Context: an optimization exercise on an open-source flow, tuned for small area, a short achievable clock period and few clock cycles per item. The choices shown serve that exercise and are no tape-out recipe.
Function was checked by simulation only, so behaviour that the tests miss may differ from the original.
Power is estimated from default activity; no workload was simulated.

<file path="design/flow/run.sh">
#!/bin/bash
# synth_recipe.tcl (not shown) runs the flow's synth.tcl, then flattens the netlist and writes it again
# the make line also repeats each setting of config.mk as NAME=value (left out here)
make -C /OpenROAD-flow-scripts/flow DESIGN_CONFIG=/design/flow/config.mk WORK_HOME=/design/flow/orfs CLKGATE_MAP_FILE= SYNTH_SCRIPT=/design/flow/synth_recipe.tcl finish
</file>
<file path="design/flow/constraint.sdc">
create_clock -name core_clock -period 13.0 [get_ports {clk}]
set_input_delay 2.6000 -clock core_clock [delete_from_list [all_inputs] [get_ports {clk}]]
set_output_delay 2.6000 -clock core_clock [all_outputs]
set_load 0.01 [all_outputs]
</file>
<file path="design/flow/config.mk">
export PLATFORM = sky130hd
export DESIGN_NAME = vector_alu_folded
export DESIGN_NICKNAME = vector_alu_folded
export VERILOG_FILES = /design/flow/design.v
export SDC_FILE = /design/flow/constraint.sdc
export NUM_CORES = 4
export LEC_CHECK = 0
export CAP_MARGIN = 20
export CORE_MARGIN = 2
export CORE_UTILIZATION = 50
export SETUP_SLACK_MARGIN = 4
export SLEW_MARGIN = 20
</file>
<file path="design/flow/design.v">
package vector_alu_pkg;
    typedef enum logic [2:0] {
        ALU_ADD = 3'b000,
        ALU_SUB = 3'b001,
        ALU_AND = 3'b010,
        ALU_OR  = 3'b011,
        ALU_XOR = 3'b100,
        ALU_SLL = 3'b101,
        ALU_SRA = 3'b110,
        ALU_MUL = 3'b111
    } alu_op_e;
    typedef enum logic [1:0] {
        IDLE = 2'd0,
        BUSY = 2'd1,
        DONE = 2'd2
    } state_e;
    localparam int FLAG_N = 3;
    localparam int FLAG_Z = 2;
    localparam int FLAG_C = 1;
    localparam int FLAG_V = 0;
endpackage
module vector_lane_front (
    input  logic [15:0] a,
    input  logic [15:0] b,
    input  logic        is_mul,
    input  logic        is_shift,
    input  logic        is_sra,
    input  logic        is_addsub,
    input  logic        is_sub,
    input  logic        is_and,
    input  logic        is_or,
    input  logic        is_xor,
    output logic [8:0] ylo,
    output logic        cylo,
    output logic [15:9] s,
    output logic [14:9] c
);
    logic [15:0] am, lg, ar, lm;
    logic [7:0]  shd;
    assign am  = is_sra ? {a[0], a[1], a[2], a[3], a[4], a[5], a[6], a[7], a[8], a[9], a[10], a[11], a[12], a[13], a[14], a[15]} : a;
    assign shd = {8{is_shift}} & (8'd1 << b[3:1]);
    assign lg  = ({16{is_and}} & (a & b)) | ({16{is_or}} & (a | b)) | ({16{is_xor}} & (a ^ b));
    assign lm  = {16{is_sra & a[15]}} & ~(16'hffff << b[3:0]);
    assign ar  = ({16{is_addsub}} & (b ^ {16{is_sub}})) | lg | lm;
    logic one0, two0, neg0;
    logic [15:0] pp0;
    assign one0 = (is_mul & (b[0] ^ 1'b0)) | (shd[0] & ~b[0]) | is_addsub;
    assign two0 = (is_mul & ((b[1] & ~b[0] & ~1'b0) | (~b[1] & b[0] & 1'b0))) | (shd[0] & b[0]);
    assign neg0 = is_mul & b[1] & ~(b[0] & 1'b0);
    assign pp0[0] = (one0 & am[0]) ^ neg0;
    assign pp0[1] = ((one0 & am[1]) | (two0 & am[0])) ^ neg0;
    assign pp0[2] = ((one0 & am[2]) | (two0 & am[1])) ^ neg0;
    assign pp0[3] = ((one0 & am[3]) | (two0 & am[2])) ^ neg0;
    assign pp0[4] = ((one0 & am[4]) | (two0 & am[3])) ^ neg0;
    assign pp0[5] = ((one0 & am[5]) | (two0 & am[4])) ^ neg0;
    assign pp0[6] = ((one0 & am[6]) | (two0 & am[5])) ^ neg0;
    assign pp0[7] = ((one0 & am[7]) | (two0 & am[6])) ^ neg0;
    assign pp0[8] = ((one0 & am[8]) | (two0 & am[7])) ^ neg0;
    assign pp0[9] = ((one0 & am[9]) | (two0 & am[8])) ^ neg0;
    assign pp0[10] = ((one0 & am[10]) | (two0 & am[9])) ^ neg0;
    assign pp0[11] = ((one0 & am[11]) | (two0 & am[10])) ^ neg0;
    assign pp0[12] = ((one0 & am[12]) | (two0 & am[11])) ^ neg0;
    assign pp0[13] = ((one0 & am[13]) | (two0 & am[12])) ^ neg0;
    assign pp0[14] = ((one0 & am[14]) | (two0 & am[13])) ^ neg0;
    assign pp0[15] = ((one0 & am[15]) | (two0 & am[14])) ^ neg0;
    logic one1, two1, neg1;
    logic [13:0] pp1;
    assign one1 = (is_mul & (b[2] ^ b[1])) | (shd[1] & ~b[0]);
    assign two1 = (is_mul & ((b[3] & ~b[2] & ~b[1]) | (~b[3] & b[2] & b[1]))) | (shd[1] & b[0]);
    assign neg1 = is_mul & b[3] & ~(b[2] & b[1]);
    assign pp1[0] = (one1 & am[0]) ^ neg1;
    assign pp1[1] = ((one1 & am[1]) | (two1 & am[0])) ^ neg1;
    assign pp1[2] = ((one1 & am[2]) | (two1 & am[1])) ^ neg1;
    assign pp1[3] = ((one1 & am[3]) | (two1 & am[2])) ^ neg1;
    assign pp1[4] = ((one1 & am[4]) | (two1 & am[3])) ^ neg1;
    assign pp1[5] = ((one1 & am[5]) | (two1 & am[4])) ^ neg1;
    assign pp1[6] = ((one1 & am[6]) | (two1 & am[5])) ^ neg1;
    assign pp1[7] = ((one1 & am[7]) | (two1 & am[6])) ^ neg1;
    assign pp1[8] = ((one1 & am[8]) | (two1 & am[7])) ^ neg1;
    assign pp1[9] = ((one1 & am[9]) | (two1 & am[8])) ^ neg1;
    assign pp1[10] = ((one1 & am[10]) | (two1 & am[9])) ^ neg1;
    assign pp1[11] = ((one1 & am[11]) | (two1 & am[10])) ^ neg1;
    assign pp1[12] = ((one1 & am[12]) | (two1 & am[11])) ^ neg1;
    assign pp1[13] = ((one1 & am[13]) | (two1 & am[12])) ^ neg1;
    logic one2, two2, neg2;
    logic [11:0] pp2;
    assign one2 = (is_mul & (b[4] ^ b[3])) | (shd[2] & ~b[0]);
    assign two2 = (is_mul & ((b[5] & ~b[4] & ~b[3]) | (~b[5] & b[4] & b[3]))) | (shd[2] & b[0]);
    assign neg2 = is_mul & b[5] & ~(b[4] & b[3]);
    assign pp2[0] = (one2 & am[0]) ^ neg2;
    assign pp2[1] = ((one2 & am[1]) | (two2 & am[0])) ^ neg2;
    assign pp2[2] = ((one2 & am[2]) | (two2 & am[1])) ^ neg2;
    assign pp2[3] = ((one2 & am[3]) | (two2 & am[2])) ^ neg2;
    assign pp2[4] = ((one2 & am[4]) | (two2 & am[3])) ^ neg2;
    assign pp2[5] = ((one2 & am[5]) | (two2 & am[4])) ^ neg2;
    assign pp2[6] = ((one2 & am[6]) | (two2 & am[5])) ^ neg2;
    assign pp2[7] = ((one2 & am[7]) | (two2 & am[6])) ^ neg2;
    assign pp2[8] = ((one2 & am[8]) | (two2 & am[7])) ^ neg2;
    assign pp2[9] = ((one2 & am[9]) | (two2 & am[8])) ^ neg2;
    assign pp2[10] = ((one2 & am[10]) | (two2 & am[9])) ^ neg2;
    assign pp2[11] = ((one2 & am[11]) | (two2 & am[10])) ^ neg2;
    logic one3, two3, neg3;
    logic [9:0] pp3;
    assign one3 = (is_mul & (b[6] ^ b[5])) | (shd[3] & ~b[0]);
    assign two3 = (is_mul & ((b[7] & ~b[6] & ~b[5]) | (~b[7] & b[6] & b[5]))) | (shd[3] & b[0]);
    assign neg3 = is_mul & b[7] & ~(b[6] & b[5]);
    assign pp3[0] = (one3 & am[0]) ^ neg3;
    assign pp3[1] = ((one3 & am[1]) | (two3 & am[0])) ^ neg3;
    assign pp3[2] = ((one3 & am[2]) | (two3 & am[1])) ^ neg3;
    assign pp3[3] = ((one3 & am[3]) | (two3 & am[2])) ^ neg3;
    assign pp3[4] = ((one3 & am[4]) | (two3 & am[3])) ^ neg3;
    assign pp3[5] = ((one3 & am[5]) | (two3 & am[4])) ^ neg3;
    assign pp3[6] = ((one3 & am[6]) | (two3 & am[5])) ^ neg3;
    assign pp3[7] = ((one3 & am[7]) | (two3 & am[6])) ^ neg3;
    assign pp3[8] = ((one3 & am[8]) | (two3 & am[7])) ^ neg3;
    assign pp3[9] = ((one3 & am[9]) | (two3 & am[8])) ^ neg3;
    logic one4, two4, neg4;
    logic [7:0] pp4;
    assign one4 = (is_mul & (b[8] ^ b[7])) | (shd[4] & ~b[0]);
    assign two4 = (is_mul & ((b[9] & ~b[8] & ~b[7]) | (~b[9] & b[8] & b[7]))) | (shd[4] & b[0]);
    assign neg4 = is_mul & b[9] & ~(b[8] & b[7]);
    assign pp4[0] = (one4 & am[0]) ^ neg4;
    assign pp4[1] = ((one4 & am[1]) | (two4 & am[0])) ^ neg4;
    assign pp4[2] = ((one4 & am[2]) | (two4 & am[1])) ^ neg4;
    assign pp4[3] = ((one4 & am[3]) | (two4 & am[2])) ^ neg4;
    assign pp4[4] = ((one4 & am[4]) | (two4 & am[3])) ^ neg4;
    assign pp4[5] = ((one4 & am[5]) | (two4 & am[4])) ^ neg4;
    assign pp4[6] = ((one4 & am[6]) | (two4 & am[5])) ^ neg4;
    assign pp4[7] = ((one4 & am[7]) | (two4 & am[6])) ^ neg4;
    logic one5, two5, neg5;
    logic [5:0] pp5;
    assign one5 = (is_mul & (b[10] ^ b[9])) | (shd[5] & ~b[0]);
    assign two5 = (is_mul & ((b[11] & ~b[10] & ~b[9]) | (~b[11] & b[10] & b[9]))) | (shd[5] & b[0]);
    assign neg5 = is_mul & b[11] & ~(b[10] & b[9]);
    assign pp5[0] = (one5 & am[0]) ^ neg5;
    assign pp5[1] = ((one5 & am[1]) | (two5 & am[0])) ^ neg5;
    assign pp5[2] = ((one5 & am[2]) | (two5 & am[1])) ^ neg5;
    assign pp5[3] = ((one5 & am[3]) | (two5 & am[2])) ^ neg5;
    assign pp5[4] = ((one5 & am[4]) | (two5 & am[3])) ^ neg5;
    assign pp5[5] = ((one5 & am[5]) | (two5 & am[4])) ^ neg5;
    logic one6, two6, neg6;
    logic [3:0] pp6;
    assign one6 = (is_mul & (b[12] ^ b[11])) | (shd[6] & ~b[0]);
    assign two6 = (is_mul & ((b[13] & ~b[12] & ~b[11]) | (~b[13] & b[12] & b[11]))) | (shd[6] & b[0]);
    assign neg6 = is_mul & b[13] & ~(b[12] & b[11]);
    assign pp6[0] = (one6 & am[0]) ^ neg6;
    assign pp6[1] = ((one6 & am[1]) | (two6 & am[0])) ^ neg6;
    assign pp6[2] = ((one6 & am[2]) | (two6 & am[1])) ^ neg6;
    assign pp6[3] = ((one6 & am[3]) | (two6 & am[2])) ^ neg6;
    logic one7, two7, neg7;
    logic [1:0] pp7;
    assign one7 = (is_mul & (b[14] ^ b[13])) | (shd[7] & ~b[0]);
    assign two7 = (is_mul & ((b[15] & ~b[14] & ~b[13]) | (~b[15] & b[14] & b[13]))) | (shd[7] & b[0]);
    assign neg7 = is_mul & b[15] & ~(b[14] & b[13]);
    assign pp7[0] = (one7 & am[0]) ^ neg7;
    assign pp7[1] = ((one7 & am[1]) | (two7 & am[0])) ^ neg7;
    logic t1, t2;
    assign t1 = is_sub ^ ar[0] ^ neg0;
    assign t2 = (is_sub & ar[0]) | (is_sub & neg0) | (ar[0] & neg0);
    logic t3, t4;
    assign t3 = ar[1] ^ t2;
    assign t4 = ar[1] & t2;
    logic t5, t6;
    assign t5 = ar[2] ^ neg1 ^ pp0[2];
    assign t6 = (ar[2] & neg1) | (ar[2] & pp0[2]) | (neg1 & pp0[2]);
    logic t7, t8;
    assign t7 = pp1[0] ^ t4;
    assign t8 = pp1[0] & t4;
    logic t9, t10;
    assign t9 = ar[3] ^ pp0[3] ^ pp1[1];
    assign t10 = (ar[3] & pp0[3]) | (ar[3] & pp1[1]) | (pp0[3] & pp1[1]);
    logic t11, t12;
    assign t11 = t8 ^ t6;
    assign t12 = t8 & t6;
    logic t13, t14;
    assign t13 = ar[4] ^ neg2 ^ pp0[4];
    assign t14 = (ar[4] & neg2) | (ar[4] & pp0[4]) | (neg2 & pp0[4]);
    logic t15, t16;
    assign t15 = pp1[2] ^ pp2[0] ^ t10;
    assign t16 = (pp1[2] & pp2[0]) | (pp1[2] & t10) | (pp2[0] & t10);
    logic t17, t18;
    assign t17 = t13 ^ t12;
    assign t18 = t13 & t12;
    logic t19, t20;
    assign t19 = ar[5] ^ pp0[5] ^ pp1[3];
    assign t20 = (ar[5] & pp0[5]) | (ar[5] & pp1[3]) | (pp0[5] & pp1[3]);
    logic t21, t22;
    assign t21 = pp2[1] ^ t14 ^ t19;
    assign t22 = (pp2[1] & t14) | (pp2[1] & t19) | (t14 & t19);
    logic t23, t24;
    assign t23 = t16 ^ t18;
    assign t24 = t16 & t18;
    logic t25, t26;
    assign t25 = ar[6] ^ neg3 ^ pp0[6];
    assign t26 = (ar[6] & neg3) | (ar[6] & pp0[6]) | (neg3 & pp0[6]);
    logic t27, t28;
    assign t27 = pp1[4] ^ pp2[2] ^ pp3[0];
    assign t28 = (pp1[4] & pp2[2]) | (pp1[4] & pp3[0]) | (pp2[2] & pp3[0]);
    logic t29, t30;
    assign t29 = t20 ^ t25 ^ t27;
    assign t30 = (t20 & t25) | (t20 & t27) | (t25 & t27);
    logic t31, t32;
    assign t31 = t22 ^ t29;
    assign t32 = t22 & t29;
    logic t33, t34;
    assign t33 = ar[7] ^ pp0[7] ^ pp1[5];
    assign t34 = (ar[7] & pp0[7]) | (ar[7] & pp1[5]) | (pp0[7] & pp1[5]);
    logic t35, t36;
    assign t35 = pp2[3] ^ pp3[1] ^ t26;
    assign t36 = (pp2[3] & pp3[1]) | (pp2[3] & t26) | (pp3[1] & t26);
    logic t37, t38;
    assign t37 = t28 ^ t33 ^ t30;
    assign t38 = (t28 & t33) | (t28 & t30) | (t33 & t30);
    logic t39, t40;
    assign t39 = t35 ^ t32;
    assign t40 = t35 & t32;
    logic t41, t42;
    assign t41 = ar[8] ^ neg4 ^ pp0[8];
    assign t42 = (ar[8] & neg4) | (ar[8] & pp0[8]) | (neg4 & pp0[8]);
    logic t43, t44;
    assign t43 = pp1[6] ^ pp2[4] ^ pp3[2];
    assign t44 = (pp1[6] & pp2[4]) | (pp1[6] & pp3[2]) | (pp2[4] & pp3[2]);
    logic t45, t46;
    assign t45 = pp4[0] ^ t34 ^ t41;
    assign t46 = (pp4[0] & t34) | (pp4[0] & t41) | (t34 & t41);
    logic t47, t48;
    assign t47 = t43 ^ t36 ^ t45;
    assign t48 = (t43 & t36) | (t43 & t45) | (t36 & t45);
    logic t49, t50;
    assign t49 = t38 ^ t40;
    assign t50 = t38 & t40;
    logic t51, t52;
    assign t51 = ar[9] ^ pp0[9] ^ pp1[7];
    assign t52 = (ar[9] & pp0[9]) | (ar[9] & pp1[7]) | (pp0[9] & pp1[7]);
    logic t53, t54;
    assign t53 = pp2[5] ^ pp3[3] ^ pp4[1];
    assign t54 = (pp2[5] & pp3[3]) | (pp2[5] & pp4[1]) | (pp3[3] & pp4[1]);
    logic t55, t56;
    assign t55 = t42 ^ t44 ^ t51;
    assign t56 = (t42 & t44) | (t42 & t51) | (t44 & t51);
    logic t57, t58;
    assign t57 = t53 ^ t46 ^ t55;
    assign t58 = (t53 & t46) | (t53 & t55) | (t46 & t55);
    logic t59, t60;
    assign t59 = t48 ^ t57;
    assign t60 = t48 & t57;
    logic t61, t62;
    assign t61 = ar[10] ^ neg5 ^ pp0[10];
    assign t62 = (ar[10] & neg5) | (ar[10] & pp0[10]) | (neg5 & pp0[10]);
    logic t63, t64;
    assign t63 = pp1[8] ^ pp2[6] ^ pp3[4];
    assign t64 = (pp1[8] & pp2[6]) | (pp1[8] & pp3[4]) | (pp2[6] & pp3[4]);
    logic t65, t66;
    assign t65 = pp4[2] ^ pp5[0] ^ t52;
    assign t66 = (pp4[2] & pp5[0]) | (pp4[2] & t52) | (pp5[0] & t52);
    logic t67, t68;
    assign t67 = t54 ^ t61 ^ t63;
    assign t68 = (t54 & t61) | (t54 & t63) | (t61 & t63);
    logic t69, t70;
    assign t69 = t56 ^ t65 ^ t67;
    assign t70 = (t56 & t65) | (t56 & t67) | (t65 & t67);
    logic t71, t72;
    assign t71 = t58 ^ t69;
    assign t72 = t58 & t69;
    logic t73, t74;
    assign t73 = ar[11] ^ pp0[11] ^ pp1[9];
    assign t74 = (ar[11] & pp0[11]) | (ar[11] & pp1[9]) | (pp0[11] & pp1[9]);
    logic t75, t76;
    assign t75 = pp2[7] ^ pp3[5] ^ pp4[3];
    assign t76 = (pp2[7] & pp3[5]) | (pp2[7] & pp4[3]) | (pp3[5] & pp4[3]);
    logic t77, t78;
    assign t77 = pp5[1] ^ t62 ^ t64;
    assign t78 = (pp5[1] & t62) | (pp5[1] & t64) | (t62 & t64);
    logic t79, t80;
    assign t79 = t73 ^ t75 ^ t66;
    assign t80 = (t73 & t75) | (t73 & t66) | (t75 & t66);
    logic t81, t82;
    assign t81 = t68 ^ t77 ^ t79;
    assign t82 = (t68 & t77) | (t68 & t79) | (t77 & t79);
    logic t83, t84;
    assign t83 = t70 ^ t72;
    assign t84 = t70 & t72;
    logic t85, t86;
    assign t85 = ar[12] ^ neg6 ^ pp0[12];
    assign t86 = (ar[12] & neg6) | (ar[12] & pp0[12]) | (neg6 & pp0[12]);
    logic t87, t88;
    assign t87 = pp1[10] ^ pp2[8] ^ pp3[6];
    assign t88 = (pp1[10] & pp2[8]) | (pp1[10] & pp3[6]) | (pp2[8] & pp3[6]);
    logic t89, t90;
    assign t89 = pp4[4] ^ pp5[2] ^ pp6[0];
    assign t90 = (pp4[4] & pp5[2]) | (pp4[4] & pp6[0]) | (pp5[2] & pp6[0]);
    logic t91, t92;
    assign t91 = t74 ^ t76 ^ t85;
    assign t92 = (t74 & t76) | (t74 & t85) | (t76 & t85);
    logic t93, t94;
    assign t93 = t87 ^ t89 ^ t78;
    assign t94 = (t87 & t89) | (t87 & t78) | (t89 & t78);
    logic t95, t96;
    assign t95 = t91 ^ t80 ^ t93;
    assign t96 = (t91 & t80) | (t91 & t93) | (t80 & t93);
    logic t97, t98;
    assign t97 = t82 ^ t95;
    assign t98 = t82 & t95;
    logic t99, t100;
    assign t99 = ar[13] ^ pp0[13] ^ pp1[11];
    assign t100 = (ar[13] & pp0[13]) | (ar[13] & pp1[11]) | (pp0[13] & pp1[11]);
    logic t101, t102;
    assign t101 = pp2[9] ^ pp3[7] ^ pp4[5];
    assign t102 = (pp2[9] & pp3[7]) | (pp2[9] & pp4[5]) | (pp3[7] & pp4[5]);
    logic t103, t104;
    assign t103 = pp5[3] ^ pp6[1] ^ t86;
    assign t104 = (pp5[3] & pp6[1]) | (pp5[3] & t86) | (pp6[1] & t86);
    logic t105, t106;
    assign t105 = t88 ^ t90 ^ t101;
    assign t106 = (t88 & t90) | (t88 & t101) | (t90 & t101);
    logic t107, t108;
    assign t107 = t99 ^ t103 ^ t92;
    assign t108 = (t99 & t103) | (t99 & t92) | (t103 & t92);
    logic t109, t110;
    assign t109 = t105 ^ t94 ^ t107;
    assign t110 = (t105 & t94) | (t105 & t107) | (t94 & t107);
    logic t111, t112;
    assign t111 = t96 ^ t109;
    assign t112 = t96 & t109;
    logic t113, t114;
    assign t113 = ar[14] ^ neg7 ^ pp0[14];
    assign t114 = (ar[14] & neg7) | (ar[14] & pp0[14]) | (neg7 & pp0[14]);
    logic t115, t116;
    assign t115 = pp1[12] ^ pp2[10] ^ pp3[8];
    assign t116 = (pp1[12] & pp2[10]) | (pp1[12] & pp3[8]) | (pp2[10] & pp3[8]);
    logic t117, t118;
    assign t117 = pp4[6] ^ pp5[4] ^ pp6[2];
    assign t118 = (pp4[6] & pp5[4]) | (pp4[6] & pp6[2]) | (pp5[4] & pp6[2]);
    logic t119, t120;
    assign t119 = pp7[0] ^ t100 ^ t102;
    assign t120 = (pp7[0] & t100) | (pp7[0] & t102) | (t100 & t102);
    logic t121, t122;
    assign t121 = t113 ^ t115 ^ t117;
    assign t122 = (t113 & t115) | (t113 & t117) | (t115 & t117);
    logic t123, t124;
    assign t123 = t104 ^ t106 ^ t119;
    assign t124 = (t104 & t106) | (t104 & t119) | (t106 & t119);
    logic t125, t126;
    assign t125 = t121 ^ t108 ^ t123;
    assign t126 = (t121 & t108) | (t121 & t123) | (t108 & t123);
    logic t127, t128;
    assign t127 = t110 ^ t125;
    assign t128 = t110 & t125;
    logic t129;
    assign t129 = ar[15] ^ pp0[15];
    logic t130;
    assign t130 = pp1[13] ^ pp2[11];
    logic t131;
    assign t131 = pp3[9] ^ pp4[7];
    logic t132;
    assign t132 = pp5[5] ^ pp6[3];
    logic t133;
    assign t133 = pp7[1] ^ t129;
    logic t134;
    assign t134 = t130 ^ t131;
    logic t135;
    assign t135 = t132 ^ t133;
    logic t136;
    assign t136 = t134 ^ t114;
    logic t137;
    assign t137 = t116 ^ t118;
    logic t138;
    assign t138 = t135 ^ t136;
    logic t139;
    assign t139 = t137 ^ t138;
    logic t140;
    assign t140 = t120 ^ t122;
    logic t141;
    assign t141 = t139 ^ t140;
    logic t142;
    assign t142 = t141 ^ t124;
    logic t143;
    assign t143 = t142 ^ t126;
    logic t144;
    assign t144 = t143 ^ t128;
    logic [15:0] rs, rc;
    assign rs[0] = pp0[0];
    assign rc[0] = t1;
    assign rs[1] = pp0[1];
    assign rc[1] = t3;
    assign rs[2] = t5;
    assign rc[2] = t7;
    assign rs[3] = t9;
    assign rc[3] = t11;
    assign rs[4] = t15;
    assign rc[4] = t17;
    assign rs[5] = t21;
    assign rc[5] = t23;
    assign rs[6] = t24;
    assign rc[6] = t31;
    assign rs[7] = t37;
    assign rc[7] = t39;
    assign rs[8] = t47;
    assign rc[8] = t49;
    assign rs[9] = t50;
    assign rc[9] = t59;
    assign rs[10] = t60;
    assign rc[10] = t71;
    assign rs[11] = t81;
    assign rc[11] = t83;
    assign rs[12] = t84;
    assign rc[12] = t97;
    assign rs[13] = t98;
    assign rc[13] = t111;
    assign rs[14] = t112;
    assign rc[14] = t127;
    assign rs[15] = t144;
    assign rc[15] = 1'b0;
    assign {cylo, ylo} = 10'(rs[8:0]) + 10'(rc[8:0]);
    assign s = rs[15:9];
    assign c = rc[14:9];
endmodule
module vector_lane_back (
    input  logic [8:0] ylo,
    input  logic        cylo,
    input  logic [15:9] s,
    input  logic [14:9] c,
    input  logic        a15,
    input  logic        bp15,
    input  logic        is_addsub,
    input  logic        is_sra,
    input  logic        sat,
    output logic [15:0] y,
    output logic [3:0]  flags
);
    logic [15:0] sum, ypre;
    logic        c15, ovf, cout;
    assign sum  = {s + 7'(c) + 7'(cylo), ylo};
    assign c15  = sum[15] ^ a15 ^ bp15;
    assign cout = is_addsub & ((a15 & bp15) | (a15 & c15) | (bp15 & c15));
    assign ovf  = is_addsub & (a15 == bp15) & (sum[15] != a15);
    assign ypre = is_sra ? {sum[0], sum[1], sum[2], sum[3], sum[4], sum[5], sum[6], sum[7], sum[8], sum[9], sum[10], sum[11], sum[12], sum[13], sum[14], sum[15]} : sum;
    assign y    = (sat & ovf) ? {a15, {15{~a15}}} : ypre;
    assign flags = {y[15], (y == 16'd0), cout, ovf};
endmodule
import vector_alu_pkg::*;
module vector_alu_folded
#(
    parameter  int ELEM_W    = 16,
    parameter  int NUM_ELEMS = 16,
    parameter  int LANES     = 16,
    localparam int VEC_W     = NUM_ELEMS * ELEM_W
) (
    input  logic                   clk,
    input  logic                   rst,
    input  logic                   in_valid,
    output logic                   in_ready,
    input  logic [VEC_W-1:0]       A,
    input  logic [VEC_W-1:0]       B,
    input  logic [2:0]             ALUControl,
    input  logic                   sat,
    output logic                   out_valid,
    input  logic                   out_ready,
    output logic [VEC_W-1:0]       result,
    output logic [4*NUM_ELEMS-1:0] flags
);
    logic out_valid_q;
    logic load;
    logic is_mul, is_shift, is_sra, is_addsub, is_sub, is_and, is_or, is_xor;
    assign load      = ~out_valid_q | out_ready;
    assign in_ready  = load & ~rst;
    assign out_valid = out_valid_q;
    assign is_addsub = (ALUControl == ALU_ADD) | (ALUControl == ALU_SUB);
    assign is_sub    = (ALUControl == ALU_SUB);
    assign is_and    = (ALUControl == ALU_AND);
    assign is_or     = (ALUControl == ALU_OR);
    assign is_xor    = (ALUControl == ALU_XOR);
    assign is_sra    = (ALUControl == ALU_SRA);
    assign is_shift  = (ALUControl == ALU_SLL) | (ALUControl == ALU_SRA);
    assign is_mul    = (ALUControl == ALU_MUL);
    always_ff @(posedge clk) begin
        if (rst) out_valid_q <= 1'b0;
        else if (load) out_valid_q <= in_valid;
    end
    logic is_addsub_q, is_sra_q, sat_q;
    always_ff @(posedge clk) begin
        if (load) begin
            is_addsub_q <= is_addsub;
            is_sra_q    <= is_sra;
            sat_q       <= sat;
        end
    end
    for (genvar i = 0; i < NUM_ELEMS; i++) begin : g_elem
        logic [15:0] a, b, y;
        logic [15:9] s, s_q;
        logic [14:9] c, c_q;
        logic [8:0] ylo, ylo_q;
        logic        cylo, cylo_q;
        logic [3:0]  f;
        logic        a15_q, bp15_q;
        assign a = A[16*i +: 16];
        assign b = B[16*i +: 16];
        vector_lane_front u_front (
            .a(a), .b(b), .is_mul(is_mul), .is_shift(is_shift), .is_sra(is_sra),
            .is_addsub(is_addsub), .is_sub(is_sub), .is_and(is_and), .is_or(is_or),
            .is_xor(is_xor),
            .ylo(ylo), .cylo(cylo),
            .s(s), .c(c)
        );
        always_ff @(posedge clk) begin
            if (load) begin
                s_q    <= s;
                c_q    <= c;
                ylo_q  <= ylo;
                cylo_q <= cylo;
                a15_q  <= a[15];
                bp15_q <= b[15] ^ is_sub;
            end
        end
        vector_lane_back u_back (
            .ylo(ylo_q), .cylo(cylo_q),
            .s(s_q), .c(c_q), .a15(a15_q), .bp15(bp15_q),
            .is_addsub(is_addsub_q), .is_sra(is_sra_q), .sat(sat_q), .y(y), .flags(f)
        );
        assign result[16*i +: 16] = y;
        assign flags[4*i +: 4]    = f;
    end
endmodule
</file>
==> summary.txt, run 1 <==
status finished clean; post-synth cell types 96; Layout Skew about 0.019 ns; Syn Inst Count around 12000; Compound-Gate Fraction of Synth Area 21.3%; count of final setup violators 0; Post-Syn Area about 0.10 sq mm; clk sinks about 400; later-pin clock latency in the skew report 0.75 ns; Worst EP required 13.47 ns; slack of the worst reg-to-reg path just over 10 ns; Pint ~7.6 mW; mux contribution to synthesized area 4.18%; routed vias/inst 6.33; post-route DRC violation count 0; vias in the first global route 94300; hold path depth 3; top_reg_cell synth edfxtp_1; width of the die 454 um; global-route wire length before repair about 600000 um; total of max-cap violations 0; I/O pin count about 840; GRT Total Usage between 30% and 40%; Area Overhead vs Synth 13.3%; worst hold margin 0.615 ns; leak pwr 48.5 nW; critical path class input port to flop; final slew viol count 0; H-tree Lvls 2; FF+latch count, synth roughly 400; Seq/Total Area, Yosys a little under an eighth; pwr/cell area 123 mW/mm^2; xor/xnor share of the synthesized area 13.8%; Startpoint Class input port; syn_nets 14400; Starting DRT DRC Count ~11000; Clk network pwr share between 10 and 15%; most frequent cells in the layout 1426 x inv_1, 1153 x xnor2_1, 1136 x ha_1; setup TNS 0 ns; hpwl dp around 310000 um; initial core utilization about half; Synth Area in Simple Gates a little under a tenth; final hold vios 0; IO Port Bufs roughly 840; Vias between 90000 and 100k; Switching Share a little under half; largest net degree at the start of global routing around 160; Synth Area in Adders 30.8%; die area around 0.21 sq mm; Reg2Reg Capture Point g_elem[12].ylo_q[1]$_DFFE_PN_; syn_area_per_cell between 8 and 9 sq um; Detail Route Antenna Nets 0; Tcrit/Tclk final between 60% and 70%; Routed WL 410000 um; yosys warns 1; die height roughly 450 um; worst reg2reg path startpoint out_valid_q$_SDFFE_PP0N_; Worst Hold Endpoint out_valid_q$_SDFFE_PP0N_; drt pass-1 iters 7; most common cell after layout, fill and taps aside inv_1; sequential share of power around 18%; initial antenna violation count 79; combinational share of power between 60 and 70%; hold crit path type flop to flop; # nets final roughly 15000; FFs w/ async S/R, synth 0%; cells on worst reg2reg path 4; WP data arrival a little over 9 ns; clk root buf clkbuf_16; Switch Pwr approximately 6.5 mW; CTS Buffer Depth 3; fmax 113 MHz; hold_sp out_valid_q$_SDFFE_PP0N_; Worst Path Max Fanout 60; number of synthesized flops with an enable pin slightly above 400; Worst-path clk slew 0.06 ns; CTS tree done; minimum clock period slightly below 9 ns; Max rail drop VDD between 0.15 and 0.2 mV; GP Congestion about 1.0; main combinational cell family by area after synthesis adder cells; Num CTS Buffers slightly below 60; drt wl/cell around 27 um; share of cells above drive strength 1 just over 5%; row cnt between 150 and 200; RSZ-0062 raised after global routing yes; CP Capture Type flop; slew margin rel. between 10% and 20%; core area 0.202 sq mm; worst slew pin tran approximately 1.3 ns; GRT overflow 0
==> cell type report <==
type                       count  area [sq um]
inverter                    1450          5460
clock buffer                  64          1540
clock inverter                47           657
timing repair buffer        1156         11000
tap                         2672          3340
sequential                   404         12100
antenna                       63           158
fill                       18600         87000
multi-input combinational   9288         80500
==> synth_stat cells (27+ instances only) <==
| library cell | n | area (sq um) |
|---|---|---|
| inv_1 | 1428 | 5360 |
| a21oi_1 | 909 | 4550 |
| a31oi_1 | 58 | 363 |
| nor2_1 | 745 | 2800 |
| nor3_1 | 201 | 1010 |
| a211oi_1 | 36 | 270 |
| mux2i_1 | 416 | 4160 |
| buf_2 | 133 | 666 |
| o22a_1 | 55 | 482 |
| nand3_1 | 145 | 726 |
| ha_1 | 1136 | 14200 |
| nand2b_1 | 96 | 601 |
| buf_4 | 75 | 563 |
| o21ai_0 | 396 | 1980 |
| nand2_1 | 416 | 1560 |
| xnor2_1 | 1154 | 10100 |
| o21bai_1 | 33 | 248 |
| o22ai_1 | 1059 | 6630 |
| and2_1 | 31 | 194 |
| clkbuf_1 | 506 | 1900 |
| xor2_1 | 400 | 3500 |
| a21boi_0 | 40 | 300 |
| buf_1 | 71 | 267 |
| edfxtp_1 | 403 | 12100 |
| and3_1 | 37 | 231 |
| nor3_2 | 28 | 280 |
| nor3_4 | 28 | 455 |
| a22o_1 | 52 | 455 |
| a21oi_2 | 27 | 236 |
| nor2b_1 | 67 | 419 |
| fa_1 | 848 | 17000 |
| a22oi_1 | 251 | 1880 |
| o221ai_1 | 108 | 946 |
| a21o_1 | 66 | 495 |
| a32oi_1 | 70 | 613 |
| nor4_1 | 27 | 169 |
==> cell families after synthesis <==
| logic type | after synthesis |
|---|---|
| and+or+nand+nor | 1911 |
| AOI/OAI and AO/OA | 3398 |
| adders and majority gates | 1985 |
| buffers and inverters | 2253 |
| DFF | 404 |
| muxes | 421 |
| xor gates and xnor gates | 1570 |
==> worst max path at each step <==
| stage | from | end | cells past startpoint |
|---|---|---|---|
| after floorplan | out_ready | g_elem[0].a15_q$_DFFE_PN_ | 2 |
| after global placement | ALUControl[1] | g_elem[3].s_q[15]$_DFFE_PN_ | 23 |
| after detailed placement | ALUControl[1] | g_elem[3].s_q[15]$_DFFE_PN_ | 23 |
| after CTS | ALUControl[0] | g_elem[11].s_q[15]$_DFFE_PN_ | 22 |
| after global routing | ALUControl[1] | g_elem[4].s_q[15]$_DFFE_PN_ | 23 |
| final | ALUControl[1] | g_elem[2].s_q[15]$_DFFE_PN_ | 22 |
==> critical path: stages <==
cell,delay (ns)
buf_8,0.16
and3_4,0.50
buf_6,0.26
nand2_2,0.49
nor2_1,0.08
a21oi_1,1.00
o22ai_1,0.25
xnor2_1,0.22
fa_1,0.44
fa_1,0.51
inv_1,0.05
fa_1,0.51
fa_1,0.55
inv_1,0.04
ha_1,0.20
xnor2_1,0.17
xnor2_1,0.15
xnor2_1,0.16
xnor2_1,0.16
xnor2_1,0.15
xnor2_1,0.16
xnor3_1,0.23
==> through the flow <==
step                power, mW  setup WS [ns]  utilization (%)  area [sq um]  cells
floorplan                8.27           3.84                -        101000  11900
global placement         12.0           3.11             55.5        112000  14900
detailed placement       12.1           3.06             55.5        112000  14900
CTS                      14.1           3.96             56.7        114000  15100
global route             15.1           3.92             56.9        115000  15100
finish                   14.1           4.12             56.9        115000  15100
==> state kept, by name, indices dropped and copies added, names as in the netlist <==
| name | cells |
|---|---|
| g_elem.ylo_q | 144 |
| g_elem.s_q | 112 |
| g_elem.c_q | 96 |
| g_elem.a15_q | 16 |
| g_elem.bp15_q | 16 |
| g_elem.cylo_q | 16 |
| is_addsub_q | 1 |
| is_sra_q | 1 |
| out_valid_q | 1 |
| sat_q | 1 |
==> metal layers <==
metal / GRT usage, % / wire, um / vias up
li1: - / - / 42700
met1: 48.6 / 159000 / 46700
met2: 60.6 / 186000 / 5265
met3: 7.21 / 36900 / 1187
met4: 23.9 / 27900 / 28
met5: 0 / 161 / -
==> timing repair <==
item,in CTS,in global routing
hold buffers,0,0
cloned,0,3
setup buffers,2,15
pin swaps,2,5
resized for setup,5,21
endpoints found under the setup margin,6,15
endpoints found under the hold margin,0,0
==> power by group through the flow <==
stage / clock network [mW] / logic (mW) / registers (mW)
global placement: 0 / 9.44 / 2.52
finish: 1.89 / 9.70 / 2.52
detailed placement: 0 / 9.55 / 2.53
global route: 1.97 / 10.6 / 2.57
CTS: 1.93 / 9.63 / 2.51
floorplan: 0 / 5.88 / 2.39
Testbench counts, summed over its fixed seeds: cycles 2,056, items 2,048.
==> inputs of run 2 (changes only) <==
==> design/flow/flow/run.sh (new file) <==
#!/bin/bash
# Layout flow: the standard ORFS flow, with one change: synthesis maps the design
# with ABC alone instead of first extracting full/half adders into sky130 fa/ha cells
# (ADDER_MAP_FILE empty). Registers, their names and the rest of the flow are unchanged.
set -o pipefail
cp standard.sh standard_sh.log
export ADDER_MAP_FILE=
bash standard.sh > standard.log 2>&1
rc=$?
grep -c "extract_fa" orfs/logs/*/*/*/1_2_yosys.log > extract_fa_count.log 2>&1
exit $rc
==> design/flow/standard.sh (new file) <==
#!/bin/bash
# synth_recipe.tcl (not shown) runs the flow's synth.tcl, then flattens the netlist and writes it again
# the make line also repeats each setting of config.mk as NAME=value (left out here)
make -C /OpenROAD-flow-scripts/flow DESIGN_CONFIG=/design/flow/config.mk WORK_HOME=/design/flow/orfs CLKGATE_MAP_FILE= SYNTH_SCRIPT=/design/flow/synth_recipe.tcl "${@:-finish}"
--- a/design/flow/config.mk
+++ b/design/flow/config.mk
@@ -8,5 +8,5 @@
 export CAP_MARGIN = 20
 export CORE_MARGIN = 2
 export CORE_UTILIZATION = 50
-export SETUP_SLACK_MARGIN = 4
+export SETUP_SLACK_MARGIN = 5
 export SLEW_MARGIN = 20
removed: design/flow/run.sh
==> run 2 against run 1 <==
Against the previous run:
- power rose by 1.4%
- die area rose by 1.3%
- largest cell class unchanged
- via count rose by 15%
- design area fell by 0.74%
==> summary.txt, run 2 <==
largest area contributor in the netlist xnor2_1; Tcrit/Tclk final 60.8% (-7.4 points); setup TNS 0 ns (unchanged); routed vias/inst 6.59 (+4.1%); clk sinks 404 (unchanged); fmax 126 MHz (+12%); drt wl/cell 26.8 um (-0.97%); status finished clean; Num CTS Buffers 54 (-8.5%); CP Cell Sequence maj3_2, maj3_2, maj3_1, maj3_1, maj3_1, maj3_2, xnor2_4, o21ai_0, nor2b_4, buf_8, a211oi_1, nor2_1, nor4_4, clkbuf_2; Routed WL 448000 um (+9.2%); most frequent cells in the layout 2071 x xnor2_1, 1331 x nor2_1, 1058 x xor2_1; Startpoint Class flop; Reg with most FFs g_elem.ylo_q; drt pass-1 iters 8 (+1); CTS tree done; hold path depth 3 (unchanged); CP Buf/Inv Count 2 (-2); top post-synthesis cells by count 2071 x xnor2_1, 1354 x nor2_1, 1058 x xor2_1, 1025 x nand2_1, 979 x o22ai_1; post-synth cell types 142 (+48%); I/O pin count 842 (unchanged); row cnt 166 (+0.61%); worst reg2reg path startpoint out_valid_q$_SDFFE_PP0N_; top_reg_cell synth edfxtp_1; yosys warns 1 (unchanged); GRT Total Usage 40.5% (+2.1 points); count of final setup violators 0 (unchanged); post-route DRC violation count 0 (unchanged); slack of the worst reg-to-reg path 10.19 ns (-0.05 ns); share of cells above drive strength 1 6.86% (+1.8 points); Area Overhead vs Synth 11.0%; synth top area cells xnor2_1 18%, edfxtp_1 12%, xor2_1 9.0%; worst slew pin tran 1.18 ns (-0.0976 ns); # nets final 14400 (-3.0%); FF+latch count, synth 404 (unchanged); GRT overflow 0 (unchanged); CP Capture Type output pin; GP Congestion 1.02 (about the same); CP max stage cell nor4_4; most common cell after layout, fill and taps aside xnor2_1; Layout Skew 0.0361 ns (+0.0169 ns); final core occ 55.7% (-1.2 points); max FFs per register 144 (unchanged); Syn Inst Count 13800 (+15%); FFs w/ async S/R, synth 0% (unchanged); leak pwr 38.7 nW (-20%); slew margin rel. 19.0% (+4.3 points); final slew viol count 0 (unchanged); CTS Buffer Depth 3 (unchanged); core area 0.204 sq mm (+1.3%); Worst Path Max Fanout 18 (-70%); syn_area_per_cell 7.44 sq um (-12%); RSZ-0062 raised after global routing yes; biggest regs g_elem.ylo_q x144, g_elem.s_q x112, g_elem.c_q x96; WP data arrival 5.31 ns (-4.04 ns); Reg2Reg Capture Point g_elem[13].ylo_q[5]$_DFFE_PN_; initial antenna violation count 110 (+39%); Seq/Total Area, Yosys 11.8% (-0.15 points); minimum clock period 7.91 ns (-0.966 ns); Worst-path clk slew 0.06 ns (about the same); Detail Route Antenna Nets 0 (unchanged); clk root buf clkbuf_16; width of the die 457 um (+0.64%); Post-Syn Area 0.103 sq mm (+1.3%); post-synth top area share 17.7% (+0.92 points); vias in the first global route 103000 (+9.5%); Max rail drop VDD 0.149 mV (-1.6%); IO Port Bufs 841 (unchanged); hold_sp out_valid_q$_SDFFE_PP0N_; initial core utilization 50.2% (about the same); Starting DRT DRC Count 12600 (+16%); Crit path largest cell delay 0.45 ns (-0.55 ns); die height 457 um (+0.64%); global-route wire length before repair 656000 um (+8.6%); Worst Hold Endpoint out_valid_q$_SDFFE_PP0N_; hpwl dp 333000 um (+6.4%); later-pin clock latency in the skew report 0.75 ns (about the same); cells on worst reg2reg path 4 (unchanged); syn_nets 14300 (-0.98%); Vias 110000 (+15%); number of synthesized flops with an enable pin 403 (unchanged); largest net degree at the start of global routing 159 (+0.63%); worst hold margin 0.617 ns (+0.00152 ns); critical path class flop to output pin; H-tree Lvls 2 (unchanged); fill cell count 19200 (+3.6%); CP top delay family adder cells; hold crit path type flop to flop; Worst EP required 10.40 ns (-3.07 ns); most common cell in the netlist xnor2_1; pwr/cell area 126 mW/mm^2 (+2.2%); die area 0.209 sq mm (+1.3%); total of max-cap violations 0 (unchanged); final hold vios 0 (unchanged)
run 2: cell types whose count changed after synthesis, sizes merged, moves of 193 or more:
cell    before   now
o21ai      397   734
xnor2     1155  2099
nand2      422  1028
nand2b      96   289
fa         848     0
ha        1136     0
maj3         1   541
inv       1438   249
buf        296   568
xor2       400  1061
nor2       749  1360
run 2: cell families after synthesis:
| group | synth area share [%] |
|---|---|
| simple gates | 18.4 |
| flops | 11.8 |
| xor+xnor | 28.5 |
| compound gates | 24.4 |
| mux | 5.10 |
| fa+ha+maj | 5.41 |
| buf+inv | 6.39 |
run 2: worst register-to-register path: cells and delay by family, from the launching register on:
family / cells / cell delay, ns
buffers and inverters: 3 / 1.87
DFF: 1 / 0.31
and+or+nand+nor: 1 / 0.13
run 2: area by class of cell:
class / instances / area (sq um) / area share [%]
tap: 2688 / 3360 / 2.95
timing repair buffer: 1110 / 10700 / 9.37
multi-input combinational: 12100 / 84700 / 74.3
sequential: 404 / 12100 / 10.6
clock inverter: 42 / 519 / 0.456
antenna: 74 / 185 / 0.163
inverter: 255 / 992 / 0.871
clock buffer: 59 / 1390 / 1.22
run 2: worst max path at each step:
| stage | start | endpoint | depth (start not counted) |
|---|---|---|---|
| finish | g_elem[11].cylo_q$_DFFE_PN_ | flags[46] | 14 |
| global route | g_elem[11].cylo_q$_DFFE_PN_ | flags[46] | 14 |
| CTS | g_elem[11].cylo_q$_DFFE_PN_ | flags[46] | 14 |
| detailed placement | ALUControl[0] | g_elem[1].s_q[15]$_DFFE_PN_ | 16 |
| global placement | ALUControl[0] | g_elem[1].ylo_q[8]$_DFFE_PN_ | 15 |
| floorplan | out_ready | g_elem[0].a15_q$_DFFE_PN_ | 2 |
run 2: stage by stage:
| step | cells | setup slack [ns] | area, sq um | power (mW) |
|---|---|---|---|---|
| floorplan | 13800 | 3.84 | 103000 | 8.92 |
| global placement | 16500 | 3.87 | 111000 | 12.0 |
| detailed placement | 16500 | 3.95 | 111000 | 12.2 |
| CTS | 16600 | 4.85 | 113000 | 14.1 |
| global route | 16700 | 4.91 | 114000 | 15.1 |
| finish | 16700 | 5.09 | 114000 | 14.3 |
run 2: what timing repair did:
item,4_1_cts,5_1_grt
setup buffers,37,7
gates cloned,0,0
pin swaps,24,23
setup endpoints to repair,266,157
hold buffers,0,0
gates resized for setup,144,80
run 2: layer usage:
metal	track usage (%)	vias up	wire length (um)
li1	-	49900	-
met1	48.5	52100	168000
met2	64.2	6442	199000
met3	8.62	1605	43700
met4	29.5	46	35900
met5	0	-	293
run 2: power by group:
part           switching (mW)  internal [mW]
Clock                   0.713          0.959
Combinational            5.62           4.45
Sequential              0.419           2.14
Total                    6.75           7.55
==> inputs of run 3 (changes only) <==
--- a/design/flow/design.v
+++ b/design/flow/design.v
@@ -411,7 +411,101 @@
     assign rc[14] = t127;
     assign rs[15] = t144;
     assign rc[15] = 1'b0;
-    assign {cylo, ylo} = 10'(rs[8:0]) + 10'(rc[8:0]);
+    logic [8:0] lap, lag, las;
+    logic laco;
+    assign lap[0] = rs[0] ^ rc[0];
+    assign lag[0] = rs[0] & rc[0];
+    assign lap[1] = rs[1] ^ rc[1];
+    assign lag[1] = rs[1] & rc[1];
+    assign lap[2] = rs[2] ^ rc[2];
+    assign lag[2] = rs[2] & rc[2];
+    assign lap[3] = rs[3] ^ rc[3];
+    assign lag[3] = rs[3] & rc[3];
+    assign lap[4] = rs[4] ^ rc[4];
+    assign lag[4] = rs[4] & rc[4];
+    assign lap[5] = rs[5] ^ rc[5];
+    assign lag[5] = rs[5] & rc[5];
+    assign lap[6] = rs[6] ^ rc[6];
+    assign lag[6] = rs[6] & rc[6];
+    assign lap[7] = rs[7] ^ rc[7];
+    assign lag[7] = rs[7] & rc[7];
+    assign lap[8] = rs[8] ^ rc[8];
+    assign lag[8] = rs[8] & rc[8];
+    logic laG0_1, laP0_1;
+    assign laG0_1 = lag[1] | (lap[1] & lag[0]);
+    assign laP0_1 = lap[1] & lap[0];
+    logic laG0_2, laP0_2;
+    assign laG0_2 = lag[2] | (lap[2] & lag[1]);
+    assign laP0_2 = lap[2] & lap[1];
+    logic laG0_3, laP0_3;
+    assign laG0_3 = lag[3] | (lap[3] & lag[2]);
+    assign laP0_3 = lap[3] & lap[2];
+    logic laG0_4, laP0_4;
+    assign laG0_4 = lag[4] | (lap[4] & lag[3]);
+    assign laP0_4 = lap[4] & lap[3];
+    logic laG0_5, laP0_5;
+    assign laG0_5 = lag[5] | (lap[5] & lag[4]);
+    assign laP0_5 = lap[5] & lap[4];
+    logic laG0_6, laP0_6;
+    assign laG0_6 = lag[6] | (lap[6] & lag[5]);
+    assign laP0_6 = lap[6] & lap[5];
+    logic laG0_7, laP0_7;
+    assign laG0_7 = lag[7] | (lap[7] & lag[6]);
+    assign laP0_7 = lap[7] & lap[6];
+    logic laG0_8, laP0_8;
+    assign laG0_8 = lag[8] | (lap[8] & lag[7]);
+    assign laP0_8 = lap[8] & lap[7];
+    logic laG1_2, laP1_2;
+    assign laG1_2 = laG0_2 | (laP0_2 & lag[0]);
+    assign laP1_2 = laP0_2 & lap[0];
+    logic laG1_3, laP1_3;
+    assign laG1_3 = laG0_3 | (laP0_3 & laG0_1);
+    assign laP1_3 = laP0_3 & laP0_1;
+    logic laG1_4, laP1_4;
+    assign laG1_4 = laG0_4 | (laP0_4 & laG0_2);
+    assign laP1_4 = laP0_4 & laP0_2;
+    logic laG1_5, laP1_5;
+    assign laG1_5 = laG0_5 | (laP0_5 & laG0_3);
+    assign laP1_5 = laP0_5 & laP0_3;
+    logic laG1_6, laP1_6;
+    assign laG1_6 = laG0_6 | (laP0_6 & laG0_4);
+    assign laP1_6 = laP0_6 & laP0_4;
+    logic laG1_7, laP1_7;
+    assign laG1_7 = laG0_7 | (laP0_7 & laG0_5);
+    assign laP1_7 = laP0_7 & laP0_5;
+    logic laG1_8, laP1_8;
+    assign laG1_8 = laG0_8 | (laP0_8 & laG0_6);
+    assign laP1_8 = laP0_8 & laP0_6;
+    logic laG2_4, laP2_4;
+    assign laG2_4 = laG1_4 | (laP1_4 & lag[0]);
+    assign laP2_4 = laP1_4 & lap[0];
+    logic laG2_5, laP2_5;
+    assign laG2_5 = laG1_5 | (laP1_5 & laG0_1);
+    assign laP2_5 = laP1_5 & laP0_1;
+    logic laG2_6, laP2_6;
+    assign laG2_6 = laG1_6 | (laP1_6 & laG1_2);
+    assign laP2_6 = laP1_6 & laP1_2;
+    logic laG2_7, laP2_7;
+    assign laG2_7 = laG1_7 | (laP1_7 & laG1_3);
+    assign laP2_7 = laP1_7 & laP1_3;
+    logic laG2_8, laP2_8;
+    assign laG2_8 = laG1_8 | (laP1_8 & laG1_4);
+    assign laP2_8 = laP1_8 & laP1_4;
+    logic laG3_8, laP3_8;
+    assign laG3_8 = laG2_8 | (laP2_8 & lag[0]);
+    assign laP3_8 = laP2_8 & lap[0];
+    assign las[0] = lap[0] ^ 1'b0;
+    assign las[1] = lap[1] ^ lag[0];
+    assign las[2] = lap[2] ^ laG0_1;
+    assign las[3] = lap[3] ^ laG1_2;
+    assign las[4] = lap[4] ^ laG1_3;
+    assign las[5] = lap[5] ^ laG2_4;
+    assign las[6] = lap[6] ^ laG2_5;
+    assign las[7] = lap[7] ^ laG2_6;
+    assign las[8] = lap[8] ^ laG2_7;
+    assign laco = laG3_8;
+    assign ylo = {las[8], las[7], las[6], las[5], las[4], las[3], las[2], las[1], las[0]};
+    assign cylo = laco;
     assign s = rs[15:9];
     assign c = rc[14:9];
 endmodule
@@ -429,14 +523,84 @@
     output logic [3:0]  flags
 );
     logic [15:0] sum, ypre;
-    logic        c15, ovf, cout;
-    assign sum  = {s + 7'(c) + 7'(cylo), ylo};
+    logic        c15, ovf, cout, zs, sov;
+    logic [6:0] hap, hag, has;
+    logic haco;
+    assign hap[0] = s[9] ^ c[9];
+    assign hag[0] = s[9] & c[9];
+    assign hap[1] = s[10] ^ c[10];
+    assign hag[1] = s[10] & c[10];
+    assign hap[2] = s[11] ^ c[11];
+    assign hag[2] = s[11] & c[11];
+    assign hap[3] = s[12] ^ c[12];
+    assign hag[3] = s[12] & c[12];
+    assign hap[4] = s[13] ^ c[13];
+    assign hag[4] = s[13] & c[13];
+    assign hap[5] = s[14] ^ c[14];
+    assign hag[5] = s[14] & c[14];
+    assign hap[6] = s[15] ^ 1'b0;
+    assign hag[6] = s[15] & 1'b0;
+    logic hag0c;
+    assign hag0c = hag[0] | (hap[0] & cylo);
+    logic haG0_1, haP0_1;
+    assign haG0_1 = hag[1] | (hap[1] & hag0c);
+    assign haP0_1 = hap[1] & hap[0];
+    logic haG0_2, haP0_2;
+    assign haG0_2 = hag[2] | (hap[2] & hag[1]);
+    assign haP0_2 = hap[2] & hap[1];
+    logic haG0_3, haP0_3;
+    assign haG0_3 = hag[3] | (hap[3] & hag[2]);
+    assign haP0_3 = hap[3] & hap[2];
+    logic haG0_4, haP0_4;
+    assign haG0_4 = hag[4] | (hap[4] & hag[3]);
+    assign haP0_4 = hap[4] & hap[3];
+    logic haG0_5, haP0_5;
+    assign haG0_5 = hag[5] | (hap[5] & hag[4]);
+    assign haP0_5 = hap[5] & hap[4];
+    logic haG0_6, haP0_6;
+    assign haG0_6 = hag[6] | (hap[6] & hag[5]);
+    assign haP0_6 = hap[6] & hap[5];
+    logic haG1_2, haP1_2;
+    assign haG1_2 = haG0_2 | (haP0_2 & hag0c);
+    assign haP1_2 = haP0_2 & hap[0];
+    logic haG1_3, haP1_3;
+    assign haG1_3 = haG0_3 | (haP0_3 & haG0_1);
+    assign haP1_3 = haP0_3 & haP0_1;
+    logic haG1_4, haP1_4;
+    assign haG1_4 = haG0_4 | (haP0_4 & haG0_2);
+    assign haP1_4 = haP0_4 & haP0_2;
+    logic haG1_5, haP1_5;
+    assign haG1_5 = haG0_5 | (haP0_5 & haG0_3);
+    assign haP1_5 = haP0_5 & haP0_3;
+    logic haG1_6, haP1_6;
+    assign haG1_6 = haG0_6 | (haP0_6 & haG0_4);
+    assign haP1_6 = haP0_6 & haP0_4;
+    logic haG2_4, haP2_4;
+    assign haG2_4 = haG1_4 | (haP1_4 & hag0c);
+    assign haP2_4 = haP1_4 & hap[0];
+    logic haG2_5, haP2_5;
+    assign haG2_5 = haG1_5 | (haP1_5 & haG0_1);
+    assign haP2_5 = haP1_5 & haP0_1;
+    logic haG2_6, haP2_6;
+    assign haG2_6 = haG1_6 | (haP1_6 & haG1_2);
+    assign haP2_6 = haP1_6 & haP1_2;
+    assign has[0] = hap[0] ^ cylo;
+    assign has[1] = hap[1] ^ hag0c;
+    assign has[2] = hap[2] ^ haG0_1;
+    assign has[3] = hap[3] ^ haG1_2;
+    assign has[4] = hap[4] ^ haG1_3;
+    assign has[5] = hap[5] ^ haG2_4;
+    assign has[6] = hap[6] ^ haG2_5;
+    assign haco = haG2_6;
+    assign sum = {has[6], has[5], has[4], has[3], has[2], has[1], has[0], ylo};
     assign c15  = sum[15] ^ a15 ^ bp15;
     assign cout = is_addsub & ((a15 & bp15) | (a15 & c15) | (bp15 & c15));
     assign ovf  = is_addsub & (a15 == bp15) & (sum[15] != a15);
+    assign sov  = sat & ovf;
     assign ypre = is_sra ? {sum[0], sum[1], sum[2], sum[3], sum[4], sum[5], sum[6], sum[7], sum[8], sum[9], sum[10], sum[11], sum[12], sum[13], sum[14], sum[15]} : sum;
-    assign y    = (sat & ovf) ? {a15, {15{~a15}}} : ypre;
-    assign flags = {y[15], (y == 16'd0), cout, ovf};
+    assign y    = sov ? {a15, {15{~a15}}} : ypre;
+    assign zs   = ((s[9] ^ c[9]) ~^ cylo) & ((s[10] ^ c[10]) ~^ (s[9] | c[9])) & ((s[11] ^ c[11]) ~^ (s[10] | c[10])) & ((s[12] ^ c[12]) ~^ (s[11] | c[11])) & ((s[13] ^ c[13]) ~^ (s[12] | c[12])) & ((s[14] ^ c[14]) ~^ (s[13] | c[13])) & ((s[15] ^ 1'b0) ~^ (s[14] | c[14])) & (ylo == '0);
+    assign flags = {y[15], zs & ~sov, cout, ovf};
 endmodule
 import vector_alu_pkg::*;
 module vector_alu_folded
==> design/flow/flow/run.sh (replaced) <==
#!/bin/bash
# Layout flow: the standard ORFS flow (standard.sh) with these changes:
#  - synthesis maps the design with ABC alone instead of first extracting full/half
#    adders into sky130 fa/ha cells (ADDER_MAP_FILE empty); registers, their names and
#    the rest of synthesis are unchanged;
#  - every port still gets its own buffer, but a plain buf_2 instead of the delay
#    buffer (clkdlybuf4s50_1) that buffer_ports picks by itself.
set -o pipefail
cp standard.sh standard_sh.log
export ADDER_MAP_FILE=
export BUFFER_PORTS_ARGS="-buffer_cell sky130_fd_sc_hd__buf_2"
if [[ -f flow/margin ]]; then export SETUP_SLACK_MARGIN=$(cat flow/margin); fi
bash standard.sh > standard.log 2>&1
rc=$?
grep -c "extract_fa" orfs/logs/*/*/*/1_2_yosys.log > extract_fa_count.log 2>&1
exit $rc
==> run 3 against run 2 <==
Against the previous run:
- still clean
- first-iteration DRC count is 1.0% lower
- via count is 1.1% lower
- sequential cell count did not move
- global-route usage shrank 1.3 points
- register-to-register slack worse by 0.37 ns
- critical path type unchanged
- critical endpoint is now result[223]
- largest power group unchanged
- highest routed layer unchanged
==> summary.txt, run 3 <==
Vias 109000 (-1.1%); Syn Inst Count 13600 (-1.0%); critical path depth 13 (-1); largest net degree at the start of global routing 241 (+52%); top_reg_cell synth edfxtp_1; hold_sp out_valid_q$_SDFFE_PP0N_; fmax 128 MHz (+1.1%); clk sinks 404 (unchanged); Detail Route Antenna Nets 0 (unchanged); FF+latch count, synth 404 (unchanged); die height 456 um (-0.20%); RSZ-0062 raised after global routing yes; Layout Skew 0.0299 ns (-0.00622 ns); post-route DRC violation count 0 (unchanged); CP Buf/Inv Count 1 (-1); count of final setup violators 0 (unchanged); syn_nets 14200 (-0.99%); biggest regs g_elem.ylo_q x144, g_elem.s_q x112, g_elem.c_q x96; CTS Hold Bufs 0 (unchanged); most frequent cells in the layout 2026 x xnor2_1, 1109 x xor2_1, 1082 x a21oi_1; core area 0.203 sq mm (-0.80%); most common cell after layout, fill and taps aside xnor2_1; hold crit path type flop to flop; Startpoint Class flop; width of the die 456 um (-0.20%); hpwl dp 325000 um (-2.4%); CP top delay family adder cells; IO Port Bufs 841 (unchanged); Total Power 13.5 mW (-5.4%); initial antenna violation count 202 (+84%); cells on worst reg2reg path 5 (+1); CP Capture Type output pin; CP Cell Sequence maj3_1, a21oi_1, nor2_1, maj3_1, maj3_1, maj3_1, maj3_1, xnor2_1, or3_1, a21boi_1, and3_1, a21o_1, buf_2; status finished clean; drt wl/cell 26.2 um (-2.3%); post-synth top area share 17.4% (-0.25 points); worst slew pin tran 1.22 ns (+0.0434 ns); routed vias/inst 6.59 (about the same); synth top area cells xnor2_1 17%, edfxtp_1 12%, xor2_1 9.5%; Starting DRT DRC Count 12500 (-1.0%); row cnt 165 (-0.60%); final instance area 0.108 sq mm (-4.8%); setup TNS 0 ns (unchanged); GRT overflow 0 (unchanged); I/O pin count 842 (unchanged); max FFs per register 144 (unchanged); CP max stage cell and3_1; hold path depth 3 (unchanged); Tcrit/Tclk final 60.2% (-0.68 points); Max rail drop VDD 0.158 mV (+5.9%); worst reg2reg path startpoint out_valid_q$_SDFFE_PP0N_; Worst EP required 10.40 ns (about the same); total of max-cap violations 0 (unchanged); largest area contributor in the netlist xnor2_1; final slew viol count 0 (unchanged); Num CTS Buffers 54 (unchanged); pwr/cell area 125 mW/mm^2 (-0.69%); Crit path largest cell delay 0.50 ns (+0.05 ns); worst hold margin 0.638 ns (+0.0211 ns); drt pass-1 iters 7 (-1); Area Overhead vs Synth 6.16%; later-pin clock latency in the skew report 0.72 ns (-0.03 ns); initial core utilization 50.4% (+0.20 points); dpl cell area 0.106 sq mm (-4.2%); CTS Buffer Depth 3 (unchanged); number of synthesized flops with an enable pin 403 (unchanged); share of cells above drive strength 1 11.8% (+5.0 points); Routed WL 433000 um (-3.3%); yosys warns 1 (unchanged); Seq/Total Area, Yosys 11.9% (+0.048 points); leak pwr 37.3 nW (-3.6%); die area 0.208 sq mm (-0.40%); Setup crit start g_elem[13].cylo_q$_DFFE_PN_; minimum clock period 7.82 ns (-0.0887 ns); WP data arrival 5.22 ns (-0.09 ns); critical path class flop to output pin; Post-Syn Area 0.102 sq mm (-0.40%); vias in the first global route 100000 (-2.7%); GRT Total Usage 39.3% (-1.3 points); FFs w/ async S/R, synth 0% (unchanged); final hold vios 0 (unchanged); Worst Path Max Fanout 15 (-3); most common cell in the netlist xnor2_1; syn_area_per_cell 7.49 sq um (+0.63%); clk root buf clkbuf_16; slew margin rel. 18.0% (-0.94 points); Top cell by count, worst path maj3_1; post-synth cell types 142 (unchanged); Reg with most FFs g_elem.ylo_q; top post-synthesis cells by count 2033 x xnor2_1, 1109 x xor2_1, 1085 x nand2_1, 1084 x a21oi_1, 1060 x o22ai_1; CTS tree done; GP Congestion 1.02 (-0.38%); global-route wire length before repair 636000 um (-3.1%); # nets final 14200 (-1.5%); Worst-path clk slew 0.06 ns (about the same); H-tree Lvls 2 (unchanged)
## run 3: worst min-delay path, cell delays in order, from the launching register on
cell and delay [ns]:
dfxtp_1 0.31, nor2b_4 0.14, nor2_1 0.09, nor2_1 0.05
## run 3: logic make-up (layout without fill, tap and decap cells)
logic type / after synthesis / after routing / share of synthesized area, %
AOI/OAI and AO/OA: 4053 / 4053 / 25.4
xor gates and xnor gates: 3233 / 3233 / 28.8
adders and majority gates: 525 / 525 / 5.25
buffers and inverters: 1270 / 1351 / 6.18
DFF: 404 / 404 / 11.9
muxes: 498 / 498 / 5.04
other: 0 / 132 / 0
and+or+nand+nor: 3661 / 3661 / 17.4
## run 3: layout make-up
| class | instances | area (sq um) |
|---|---|---|
| antenna | 132 | 330 |
| clock buffer | 64 | 1430 |
| clock inverter | 36 | 467 |
| fill | 19900 | 94300 |
| inverter | 192 | 749 |
| multi-input combinational | 12000 | 84000 |
| sequential | 404 | 12100 |
| tap | 2672 | 3340 |
| timing repair buffer | 1059 | 6040 |
## run 3: timing repair
item,CTS,global route
hold endpoints to repair,0,0
endpoints found under the setup margin,37,89
cloned,0,0
resized for setup,4,18
buffers inserted,0,0
## run 3: report_power, final
part	leakage [nW]	internal, mW	total, mW	switching (mW)
sequential	4.33	2.15	2.71	0.566
combinational	32.1	3.80	9.18	5.38
clock	0.905	0.966	1.64	0.676
total	37.3	6.91	13.5	6.62
## run 3: final timing paths
check	endpoint	slack, ns
worst max register to register	g_elem[11].s_q[12]$_DFFE_PN_	9.82
worst max-delay path	result[223]	5.18
worst min-delay path	out_valid_q$_SDFFE_PP0N_	0.64
worst min register to register	out_valid_q$_SDFFE_PP0N_	0.64
## run 3: per-layer routing
metal | vias up | share of wire, % | GRT usage (%)
met5 | - | 0.099 | 0
met4 | 70 | 8.0 | 29.0
met3 | 1496 | 8.9 | 7.35
met2 | 5850 | 44 | 61.1
met1 | 51700 | 39 | 48.3
li1 | 49700 | - | -
## run 3: stage by stage
step           util [%]  setup slack (ns)  std cells
6_report           53.5              5.18      16500
5_1_grt            53.5              4.98      16500
4_1_cts            53.3              5.04      16400
3_5_place_dp       52.3              4.34      16300
3_3_place_gp       52.3              4.47      16300
2_1_floorplan         -              3.84      13600
Testbench counts of run 3, summed over its fixed seeds: cycles 2,056, items 2,048.

[separate check: timing with driven ports]
No port has a modelled driver above. Below, the same layouts with a new extraction and two added sets of constraints. Step 1 sets driving cells, clkbuf_16 on the clock port and buf_2 on the other inputs (assumed; they add their load-dependent delay and slew). Step 2, shift: input delay + t, output delay - t, t = (earliest + latest rising clock arrival at the registers) / 2. This alone moves slack from input paths to output paths. Three values: no drivers, after step 1, after step 2; two values: the first two.
run | t, ns | setup WS [ns] | clock arrival spread, ns
run 1 | 0.821 | 4.125 / 4.178 / 3.357 | 0.038 / 0.037
run 2 | 0.836 | 5.091 / 4.991 / 4.345 | 0.052 / 0.051
run 3 | 0.826 | 5.179 / 5.074 / 4.457 | 0.055 / 0.055
After both steps every run listed still meets setup and hold. The setup slack of run 1, which loses most, moves by +0.053 ns with the drivers and by -0.768 ns with both steps.
